Context: an optimization exercise on an open-source flow, tuned for small area and few clock cycles per item. The choices shown serve that exercise and are no tape-out recipe. At most, simulation tests tie the RTL to the original design; equivalence was not proved. Power is estimated from default activity; no workload was simulated.

== before ==
==> flow/design.v (excerpt) <==
module s_expression_tokenizer_core
#(
  parameter int unsigned LINE_BITS   = 20,
  parameter int unsigned COLUMN_BITS = 16,
  parameter int unsigned QDEPTH      = 0
) (
  input  logic        clk_i,
  input  logic        rst_ni,
  input  logic        in_valid_i,
  output logic        in_stall_o,
  input  logic [1:0]  op_i,
  input  logic [15:0] ch_i,
  output logic        out_valid_o,
  input  logic        out_stall_i,
  output logic        kind_o,
  output logic [15:0] text_char_o,
  output logic [3:0]  token_type_o,
  output logic [19:0] line_number_o,
  output logic [15:0] column_o,
  output logic [15:0] length_o,
  output logic        last_o
);
  logic        item_v, item_take, item_ready;
  logic [1:0]  item_op;
  logic [15:0] item_ch;
  sexl_rqueue #(
    .DEPTH(QDEPTH)
  ) u_queue (
    .clk_i       (clk_i),
    .rst_ni      (rst_ni),
    .in_valid_i  (in_valid_i),
    .in_stall_o  (in_stall_o),
    .op_i        (op_i),
    .ch_i        (ch_i),
    .item_v_o    (item_v),
  ...
For scale: about 580 cells after synthesis, about 62 flip-flops, ~98 I/O pins, roughly 4900 um2 of cells after synthesis.
==> flow/config.mk <==
export PLATFORM = sky130hd
export DESIGN_NAME = s_expression_tokenizer_core
export DESIGN_NICKNAME = s_expression_tokenizer_core
export VERILOG_FILES = /design/flow/design.v
export SDC_FILE = /design/flow/constraint.sdc
export NUM_CORES = 4
export LEC_CHECK = 0
export CAP_MARGIN = 20
export CORE_MARGIN = 2
export CORE_UTILIZATION = 40
export SLEW_MARGIN = 20
==> flow/constraint.sdc <==
create_clock -name core_clock -period 5.0 [get_ports {clk_i}]
set_input_delay 1.0000 -clock core_clock [delete_from_list [all_inputs] [get_ports {clk_i}]]
set_output_delay 1.0000 -clock core_clock [all_outputs]
set_load 0.01 [all_outputs]
standard.sh (not shown) runs the stock make flow with config.mk's settings and CLKGATE_MAP_FILE= SYNTH_SCRIPT=/design/flow/synth_recipe.tcl, a recipe that flattens the netlist after the stock synthesis.
==> flow/flow/run.sh <==
#!/bin/bash
# The standard layout, with plain buf_1 cells as the port buffers.
set -euo pipefail
export BUFFER_PORTS_ARGS="-buffer_cell sky130_fd_sc_hd__buf_1"
bash standard.sh > standard_flow.log 2>&1
before | status: complete | timing, DRC, antenna: pass
Setup changes, before to after
==> flow/run.sh (new file) <==
#!/bin/bash
# synth_recipe.tcl (not shown) runs the flow's synth.tcl, then flattens the netlist and writes it again
# the make line also repeats each setting of config.mk as NAME=value (left out here)
make -C /OpenROAD-flow-scripts/flow DESIGN_CONFIG=/design/flow/config.mk WORK_HOME=/design/flow/orfs CLKGATE_MAP_FILE= SYNTH_SCRIPT=/design/flow/synth_recipe.tcl finish
removed: flow/flow/run.sh
removed: flow/standard.sh
## What came out
Going from before to after, final worst-path cycle share lost 1.2 points, overall power consumption picked up an extra 0.13 mW.
Taking after as 1.0, before lands at 0.840 on final area.
Via count of the first global-routing pass, after and before: smaller value in before
No run of this note included a check of the RTL's function; only the layout flow was run.


north:
s_expression_tokenizer_core, a different RTL version from the one above (not shown whole).
Size in the first run: about 480 cells after synthesis, ~98 I/O pins, roughly 3900 um^2 of cells after synthesis.
==> flow/design.v (excerpt) <==
module s_expression_tokenizer_core
#(
  parameter int unsigned LINE_BITS   = 20,
  parameter int unsigned COLUMN_BITS = 16,
  parameter int unsigned QDEPTH      = 0
) (
  input  logic        clk_i,
  input  logic        rst_ni,
  input  logic        in_valid_i,
  output logic        in_stall_o,
  input  logic [1:0]  op_i,
  input  logic [15:0] ch_i,
  output logic        out_valid_o,
  input  logic        out_stall_i,
  output logic        kind_o,
  output logic [15:0] text_char_o,
  output logic [3:0]  token_type_o,
  output logic [19:0] line_number_o,
  output logic [15:0] column_o,
  output logic [15:0] length_o,
  output logic        last_o
);
  logic        item_v, item_take, item_ready;
  logic [1:0]  item_op;
  logic [15:0] item_ch;
  sexl_rqueue #(
    .DEPTH(QDEPTH)
  ) u_queue (
    .clk_i       (clk_i),
    .rst_ni      (rst_ni),
    .in_valid_i  (in_valid_i),
    .in_stall_o  (in_stall_o),
    .op_i        (op_i),
    .ch_i        (ch_i),
    .item_v_o    (item_v),
    .op_o        (item_op),
    .ch_o        (item_ch),
    .item_take_i (item_take),
    .item_ready_i(item_ready)
  );
  sexl_lexer #(
    .DIRECT(QDEPTH == 0)
  ) u_lexer (
    .clk_i        (clk_i),
    .rst_ni       (rst_ni),
    .item_v_i     (item_v),
    .op_i         (item_op),
    .ch_i         (item_ch),
    .item_take_o  (item_take),
    .item_ready_o (item_ready),
  ...
Settings: LEC_CHECK=0, CAP_MARGIN=20, CORE_MARGIN=2, CORE_UTILIZATION=40, GPL_TIMING_DRIVEN=0, SLEW_MARGIN=20; clock period 5.0 ns.
==> flow/flow/run.sh <==
#!/bin/bash
# The standard layout with three changes:
#  - synthesis maps with an area-only ABC script (flow/abc_area_map.script
#    in place of ORFS's abc_speed.script; nothing else in synthesis changes)
#  - plain buf_1 cells as the port buffers
#  - a clock tree of clkbuf_4 cells with no dummy loads
set -euo pipefail
here=$(pwd)
rm -rf "$here/orfs_scripts"
cp -r "$FLOW_HOME/scripts" "$here/orfs_scripts"
cp "$here/flow/abc_area_map.script" "$here/orfs_scripts/abc_speed.script"
export SCRIPTS_DIR="$here/orfs_scripts"
export BUFFER_PORTS_ARGS="-buffer_cell sky130_fd_sc_hd__buf_1"
export CTS_ARGS="-sink_clustering_enable -repair_clock_nets -dont_use_dummy_load -sink_clustering_size 30 -sink_clustering_max_diameter 100 -buf_list {sky130_fd_sc_hd__clkbuf_4}"
bash standard.sh > standard_flow.log 2>&1
==> flow/flow/abc_area_map.script <==
&get -n
&st
&dch
&nf -R 1000
&put
topo
stime -c
north: no failed stages, no open violations at the end
Testbench counts of north, summed over its fixed seeds: cycles 40,481, items 32,013.
## Diff of input files: south against north
Settings: CORE_UTILIZATION: 40 -> 75.
-- flow/flow/run.sh --
<<< north, line 1
#!/bin/bash
# The standard layout with three changes:
#  - synthesis maps with an area-only ABC script (flow/abc_area_map.script
#    in place of ORFS's abc_speed.script; nothing else in synthesis changes)
#  - plain buf_1 cells as the port buffers
>>> south, line 1
#!/bin/bash
# The standard layout with three changes:
#  - synthesis maps with an area-oriented ABC script (&nf with the delay relaxed) (flow/abc_area_map.script
#    in place of ORFS's abc_speed.script; nothing else in synthesis changes)
#  - plain buf_1 cells as the port buffers
==> flow/flow/abc_area_map.script <==
&get -n
&st
&dch
&nf -R 100
&put
topo
stime -c
==> comparison <==
- Routed length on met1 shrinks by a little under 10% when moving from north to south.
- Combinational power | south above north
- Looking only at critical path data required time, and setting everything else aside, the lower value of south and north goes to south.
- Compared to north, south has met3 track demand over resource 5.3 points higher.
- north → south: register-to-register slack held; number of fillers in the final layout went down 77%; cell-internal power went up 0.43%; worst-case headroom to the max-slew limit went down 12 points.
- Density: south denser than north


the reference run:
Starting RTL as in the previous note.
clock: 5.0 ns
lec_check: 0
cap_margin: 20
core_margin: 2
core_utilization: 60
gpl_timing_driven: 0
slew_margin: 20
==> flow/flow/run.sh <==
#!/bin/bash
# The standard layout with three changes:
#  - synthesis maps with an area-only ABC script (flow/abc_area_map.script
#    in place of ORFS's abc_speed.script; nothing else in synthesis changes)
#  - plain buf_1 cells as the port buffers
#  - a clock tree of clkbuf_4/clkbuf_8 cells with no dummy loads
set -euo pipefail
here=$(pwd)
rm -rf "$here/orfs_scripts"
cp -r "$FLOW_HOME/scripts" "$here/orfs_scripts"
cp "$here/flow/abc_area_map.script" "$here/orfs_scripts/abc_speed.script"
export SCRIPTS_DIR="$here/orfs_scripts"
export BUFFER_PORTS_ARGS="-buffer_cell sky130_fd_sc_hd__buf_1"
export CTS_ARGS="-sink_clustering_enable -repair_clock_nets -dont_use_dummy_load -sink_clustering_size 30 -sink_clustering_max_diameter 100 -buf_list {sky130_fd_sc_hd__clkbuf_4 sky130_fd_sc_hd__clkbuf_8}"
bash standard.sh > standard_flow.log 2>&1
==> flow/flow/abc_area_map.script <==
strash
dch
map -a
topo
stime -c
Every stage of the flow completed for the reference run, and the final layout passed the timing, design-rule and antenna checks.
Testbench counts of the reference run, summed over its fixed seeds: cycles 40,481, items 32,013.
### the reference run -> the trial run
# the reference run
export LEC_CHECK = 0
export CAP_MARGIN = 20
export CORE_MARGIN = 2
export CORE_UTILIZATION = 60
export GPL_TIMING_DRIVEN = 0
export SLEW_MARGIN = 20
create_clock -name core_clock -period 5.0 [get_ports {clk_i}]
# the trial run
export LEC_CHECK = 0
export CAP_MARGIN = 20
export CORE_MARGIN = 2
export CORE_UTILIZATION = 40
export GPL_TIMING_DRIVEN = 0
export SLEW_MARGIN = 20
create_clock -name core_clock -period 5.0 [get_ports {clk_i}]
==> flow/flow/run.sh <==
#!/bin/bash
# The standard layout with three changes:
#  - synthesis maps with an area-only ABC script (flow/abc_area_map.script
#    in place of ORFS's abc_speed.script; nothing else in synthesis changes)
#  - plain buf_1 cells as the port buffers
#  - a clock tree of clkbuf_4 cells with no dummy loads
set -euo pipefail
here=$(pwd)
rm -rf "$here/orfs_scripts"
cp -r "$FLOW_HOME/scripts" "$here/orfs_scripts"
cp "$here/flow/abc_area_map.script" "$here/orfs_scripts/abc_speed.script"
export SCRIPTS_DIR="$here/orfs_scripts"
export BUFFER_PORTS_ARGS="-buffer_cell sky130_fd_sc_hd__buf_1"
export CTS_ARGS="-sink_clustering_enable -repair_clock_nets -dont_use_dummy_load -sink_clustering_size 30 -sink_clustering_max_diameter 100 -buf_list {sky130_fd_sc_hd__clkbuf_4}"
bash standard.sh > standard_flow.log 2>&1
--- outcome ---
- No stage failed in the trial run, and the final checks on the layout all came back clean.
- Between the reference run and the trial run, the difference in reported sequential group power is negligible.
- The higher sequential share of layout area came out of the reference run.
- Wire length of the first global-routing pass for the trial run is higher than for the reference run.


s_expression_tokenizer_core, a different RTL version from the one above (not shown whole).
Size: ~590 cells after synthesis, ~57 flip-flops, roughly 98 I/O pins, roughly 4800 µm² of cells after synthesis.
==> flow/config.mk <==
export PLATFORM = sky130hd
export DESIGN_NAME = s_expression_tokenizer_core
export DESIGN_NICKNAME = s_expression_tokenizer_core
export VERILOG_FILES = /design/flow/design.v
export SDC_FILE = /design/flow/constraint.sdc
export NUM_CORES = 4
export LEC_CHECK = 0
export CAP_MARGIN = 20
export CORE_MARGIN = 2
export CORE_UTILIZATION = 40
export SLEW_MARGIN = 20
==> flow/constraint.sdc <==
create_clock -name core_clock -period 5.0 [get_ports {clk_i}]
set_input_delay 1.0000 -clock core_clock [delete_from_list [all_inputs] [get_ports {clk_i}]]
set_output_delay 1.0000 -clock core_clock [all_outputs]
set_load 0.01 [all_outputs]
==> flow/flow/run.sh <==
#!/bin/bash
# The standard layout, with plain buf_1 cells as the port buffers and a
# smaller clock tree with no dummy loads.
set -euo pipefail
export BUFFER_PORTS_ARGS="-buffer_cell sky130_fd_sc_hd__buf_1"
export CTS_ARGS="-sink_clustering_enable -repair_clock_nets -dont_use_dummy_load -sink_clustering_size 30 -sink_clustering_max_diameter 100 -buf_list {sky130_fd_sc_hd__clkbuf_4 sky130_fd_sc_hd__clkbuf_8}"
export RECOVER_POWER=100
bash standard.sh > standard_flow.log 2>&1
The baseline reached the layout checks and failed them: capacitance limit, slew limit.
Testbench counts at the start, summed over its fixed seeds: cycles 40,481, items 32,013.
Next try:
==> flow/flow/run.sh (replaced) <==
#!/bin/bash
# The standard layout with three changes:
#  - synthesis maps with an area-only ABC script (flow/abc_area_map.script
#    in place of ORFS's abc_speed.script; nothing else in synthesis changes)
#  - plain buf_1 cells as the port buffers
#  - a clock tree of clkbuf_4/clkbuf_8 cells with no dummy loads
set -euo pipefail
here=$(pwd)
rm -rf "$here/orfs_scripts"
cp -r "$FLOW_HOME/scripts" "$here/orfs_scripts"
cp "$here/flow/abc_area_map.script" "$here/orfs_scripts/abc_speed.script"
export SCRIPTS_DIR="$here/orfs_scripts"
export BUFFER_PORTS_ARGS="-buffer_cell sky130_fd_sc_hd__buf_1"
export CTS_ARGS="-sink_clustering_enable -repair_clock_nets -dont_use_dummy_load -sink_clustering_size 30 -sink_clustering_max_diameter 100 -buf_list {sky130_fd_sc_hd__clkbuf_4 sky130_fd_sc_hd__clkbuf_8}"
bash standard.sh > standard_flow.log 2>&1
==> flow/flow/abc_area_map.script (new file) <==
strash
dch
map -a
topo
stime -c
--- a/flow/config.mk
+++ b/flow/config.mk
@@ -9,3 +9,4 @@
 export CORE_MARGIN = 2
 export CORE_UTILIZATION = 40
+export GPL_TIMING_DRIVEN = 0
 export SLEW_MARGIN = 20
Outcome: This time the run passed the timing, design-rule and antenna checks. Setup slack barely changes. Final cell count climbs by a few percent. Cell area drops by a little under a tenth. Global-route usage drops by 2.7 points. Clock power drops slightly.
Next try:
==> flow/flow/abc_area_map.script (replaced) <==
strash
dch
map -D 2500
map -D 2500
topo
stime -c
What happened: The changed run passed the timing, design-rule and antenna checks; worst setup slack gets better by 0.055 ns; core utilization grows by 0.88 points; first-iteration DRC count is lower by 3.5%; sequential power is about the same; routed wire length goes up by about 2.2%; global-route usage increases by 0.92 points.


Starting RTL as in the previous note.
Settings: LEC_CHECK=0, CAP_MARGIN=20, CORE_MARGIN=2, CORE_UTILIZATION=40, SLEW_MARGIN=20; clock period 5.0 ns.
==> flow/flow/run.sh <==
#!/bin/bash
# The standard layout, with plain buf_1 cells as the port buffers and a
# smaller clock tree with no dummy loads.
set -euo pipefail
export BUFFER_PORTS_ARGS="-buffer_cell sky130_fd_sc_hd__buf_1"
export CTS_ARGS="-sink_clustering_enable -repair_clock_nets -dont_use_dummy_load -sink_clustering_size 30 -sink_clustering_max_diameter 100 -buf_list {sky130_fd_sc_hd__clkbuf_4 sky130_fd_sc_hd__clkbuf_8}"
bash standard.sh > standard_flow.log 2>&1
Testbench counts at the start, summed over its fixed seeds: cycles 40,481, items 32,013.
Rerun with:
==> flow/flow/run.sh (replaced) <==
#!/bin/bash
# The standard layout, with plain buf_1 cells as the port buffers and no
# dummy loads in the clock tree.
set -euo pipefail
export BUFFER_PORTS_ARGS="-buffer_cell sky130_fd_sc_hd__buf_1"
export CTS_ARGS="-sink_clustering_enable -repair_clock_nets -dont_use_dummy_load"
bash standard.sh > standard_flow.log 2>&1
After rerunning: Final area is higher by 1.9%; register-to-register slack gets worse by 0.02 ns; power came out higher by 12%; worst setup slack improves by 0.034 ns; first-iteration DRC count went down by 9.6%; routed wire length is about the same; die area is unchanged; area after synthesis does not change; global-route usage goes up by 0.16 points; sequential power barely changes.
Rerun with:
==> flow/flow/run.sh (replaced) <==
#!/bin/bash
# The standard layout with three changes:
#  - synthesis maps with an area-only ABC script (flow/abc_area_map.script
#    in place of ORFS's abc_speed.script; nothing else in synthesis changes)
#  - plain buf_1 cells as the port buffers
#  - a clock tree of clkbuf_4/clkbuf_8 cells with no dummy loads
set -euo pipefail
here=$(pwd)
rm -rf "$here/orfs_scripts"
cp -r "$FLOW_HOME/scripts" "$here/orfs_scripts"
cp "$here/flow/abc_area_map.script" "$here/orfs_scripts/abc_speed.script"
export SCRIPTS_DIR="$here/orfs_scripts"
export BUFFER_PORTS_ARGS="-buffer_cell sky130_fd_sc_hd__buf_1"
export CTS_ARGS="-sink_clustering_enable -repair_clock_nets -dont_use_dummy_load -sink_clustering_size 30 -sink_clustering_max_diameter 100 -buf_list {sky130_fd_sc_hd__clkbuf_4 sky130_fd_sc_hd__clkbuf_8}"
bash standard.sh > standard_flow.log 2>&1
==> flow/flow/abc_area_map.script (new file) <==
strash
dch
map -a
topo
stime -c
The changed run finished clean.
Power is lower by 7.5%.
First-iteration DRC count is lower by 32%.
Via count is lower by 9.7%.
Hold slack is worse by 0.050 ns.
Cell area is lower by 11%.
Routed wire length is lower by 22%.
Clock power is lower by 35%.
Die area is lower by 14%.
Combinational power is higher by 9.9%.
Area after synthesis is lower by 14%.
Clock-buffer cell count does not change.
Rerun with:
==> flow/flow/run.sh (replaced) <==
#!/bin/bash
# The standard layout, with plain buf_1 cells as the port buffers and a
# smaller clock tree with no dummy loads.
set -euo pipefail
export BUFFER_PORTS_ARGS="-buffer_cell sky130_fd_sc_hd__buf_1"
export CTS_ARGS="-sink_clustering_enable -repair_clock_nets -dont_use_dummy_load -sink_clustering_size 30 -sink_clustering_max_diameter 100 -buf_list {sky130_fd_sc_hd__clkbuf_4 sky130_fd_sc_hd__clkbuf_8}"
export RECOVER_POWER=100
bash standard.sh > standard_flow.log 2>&1
CORE_UTILIZATION = 65   (was 40)
removed: flow/flow/abc_area_map.script
The new run finished but fails on max-capacitance violations, max-slew violations; worst setup slack got worse by 0.063 ns; power fell by 4.5%; non-clock buffer count fell by 5; clock skew rose by 0.012 ns; clock-buffer cell count does not change; register-to-register slack improved by 0.59 ns; global-route usage rose by 13 points; via count rose by 12%; wire length rose by 20%; utilization rose by 24 points.
Rerun with:
==> flow/flow/run.sh (replaced) <==
#!/bin/bash
# The standard layout with three changes:
#  - synthesis maps with an area-only ABC script (flow/abc_area_map.script
#    in place of ORFS's abc_speed.script; nothing else in synthesis changes)
#  - plain buf_1 cells as the port buffers
#  - a clock tree of clkbuf_4/clkbuf_8 cells with no dummy loads
set -euo pipefail
here=$(pwd)
rm -rf "$here/orfs_scripts"
cp -r "$FLOW_HOME/scripts" "$here/orfs_scripts"
cp "$here/flow/abc_area_map.script" "$here/orfs_scripts/abc_speed.script"
export SCRIPTS_DIR="$here/orfs_scripts"
export BUFFER_PORTS_ARGS="-buffer_cell sky130_fd_sc_hd__buf_1"
export CTS_ARGS="-sink_clustering_enable -repair_clock_nets -dont_use_dummy_load -sink_clustering_size 30 -sink_clustering_max_diameter 100 -buf_list {sky130_fd_sc_hd__clkbuf_4 sky130_fd_sc_hd__clkbuf_8}"
bash standard.sh > standard_flow.log 2>&1
==> flow/flow/abc_area_map.script (new file) <==
strash
dch
map -D 2500
topo
stime -c
CORE_UTILIZATION = 40   (was 65)
GPL_TIMING_DRIVEN = 0   (was default)
The new run finished clean.
Flip-flop and latch count stays the same.
Via count came out lower by roughly a tenth.
Power goes up by a few percent.
Area after synthesis decreases by about a fifth.
Setup slack gets better by 0.043 ns.
Design area is lower by a little under a tenth.
Clock power is lower by a few percent.
Sequential power is lower slightly.
Global-route usage fell by 12 points.
Routed wire length came out lower by about a fifth.
Count of clock-buffer cells in the layout stays the same.
Rerun with:
--- a/flow/flow/run.sh
+++ b/flow/flow/run.sh
@@ -2,3 +2,3 @@
 # The standard layout with three changes:
-#  - synthesis maps with an area-only ABC script (flow/abc_area_map.script
+#  - synthesis maps with an area-oriented ABC script (&nf with delay relaxed) (flow/abc_area_map.script
 #    in place of ORFS's abc_speed.script; nothing else in synthesis changes)
==> flow/flow/abc_area_map.script (replaced) <==
&get -n
&st
&dch
&nf -R 1000
&put
topo
stime -c
GPL_TIMING_DRIVEN = default   (was 0)
After rerunning: The new run went through all stages and came out clean. Clock power rises by a few percent. Non-clock buffer count came out higher by 23. Total power is higher by a few percent. Setup slack got worse by 0.020 ns. Utilization goes up by 0.83 points. Flip-flop and latch count stays the same. Combinational power increases by a few percent. Final area is about the same. Die area went down by a few percent. Routed wire length came out higher slightly.

## static timing again, ports no longer ideal
The results above use ideal ports. As a check the final layouts listed here were re-extracted and re-timed, cells and wires unchanged.
Step 1 sets driving cells, clkbuf_16 on the clock port and buf_2 on the other inputs (assumed; they add their load-dependent delay and slew).
Step 2 times the ports against the registers' clock, not the clock port: input delays grow and output delays shrink by t, the midpoint of the rising clock arrivals with the driver on.
a / b / c = ideal / step 1 / step 2; a / b = the first two.
run	t, ns	slack for setup (ns)	worst setup path after step 2	latest minus earliest clock arrival (ns)	worst register clock-pin slew, ns
before	0.377	0.077 / 0.038 / 0.281	input to output	0.009 / 0.009	0.06 / 0.06
after	0.372	0.138 / 0.105 / 0.105	input to output	0.008 / 0.008	0.06 / 0.06
north	0.401	0.260 / 0.268 / -0.132	input to register	0.028 / 0.029	0.10 / 0.10
south	0.421	0.185 / 0.157 / -0.181	input to register	0.033 / 0.033	0.10 / 0.10
the reference run	0.348	0.244 / 0.214 / 0.187	input to register	0.032 / 0.032	0.07 / 0.07
the trial run	0.403	0.311 / 0.282 / 0.111	input to register	0.025 / 0.025	0.09 / 0.09
the first run of note 4	0.372	0.264 / 0.233 / 0.181	input to register	0.025 / 0.026	0.08 / 0.08
the second run of note 4	0.367	0.265 / 0.232 / 0.065	input to register	0.021 / 0.022	0.07 / 0.07
the third run of note 4	0.358	0.320 / 0.291 / 0.071	input to register	0.021 / 0.021	0.07 / 0.07
the first run of note 5	0.373	0.258 / 0.228 / 0.406	input to output	0.026 / 0.026	0.08 / 0.08
the second run of note 5	0.363	0.293 / 0.256 / 0.423	input to output	0.018 / 0.018	0.06 / 0.06
the third run of note 5	0.349	0.306 / 0.272 / 0.325	input to register	0.026 / 0.026	0.07 / 0.07
the fourth run of note 5	0.353	0.243 / 0.217 / 0.027	input to register	0.038 / 0.038	0.09 / 0.09
the fifth run of note 5	0.350	0.286 / 0.255 / 0.042	input to register	0.035 / 0.034	0.08 / 0.08
the sixth run of note 5	0.358	0.265 / 0.235 / -0.033	input to register	0.028 / 0.029	0.07 / 0.07
With both steps, setup timing fails in north, south and the sixth run of note 5, where it was met with ideal ports. For north, which loses most, drivers alone change the setup slack by +0.008 ns; drivers and shift together by -0.392 ns.
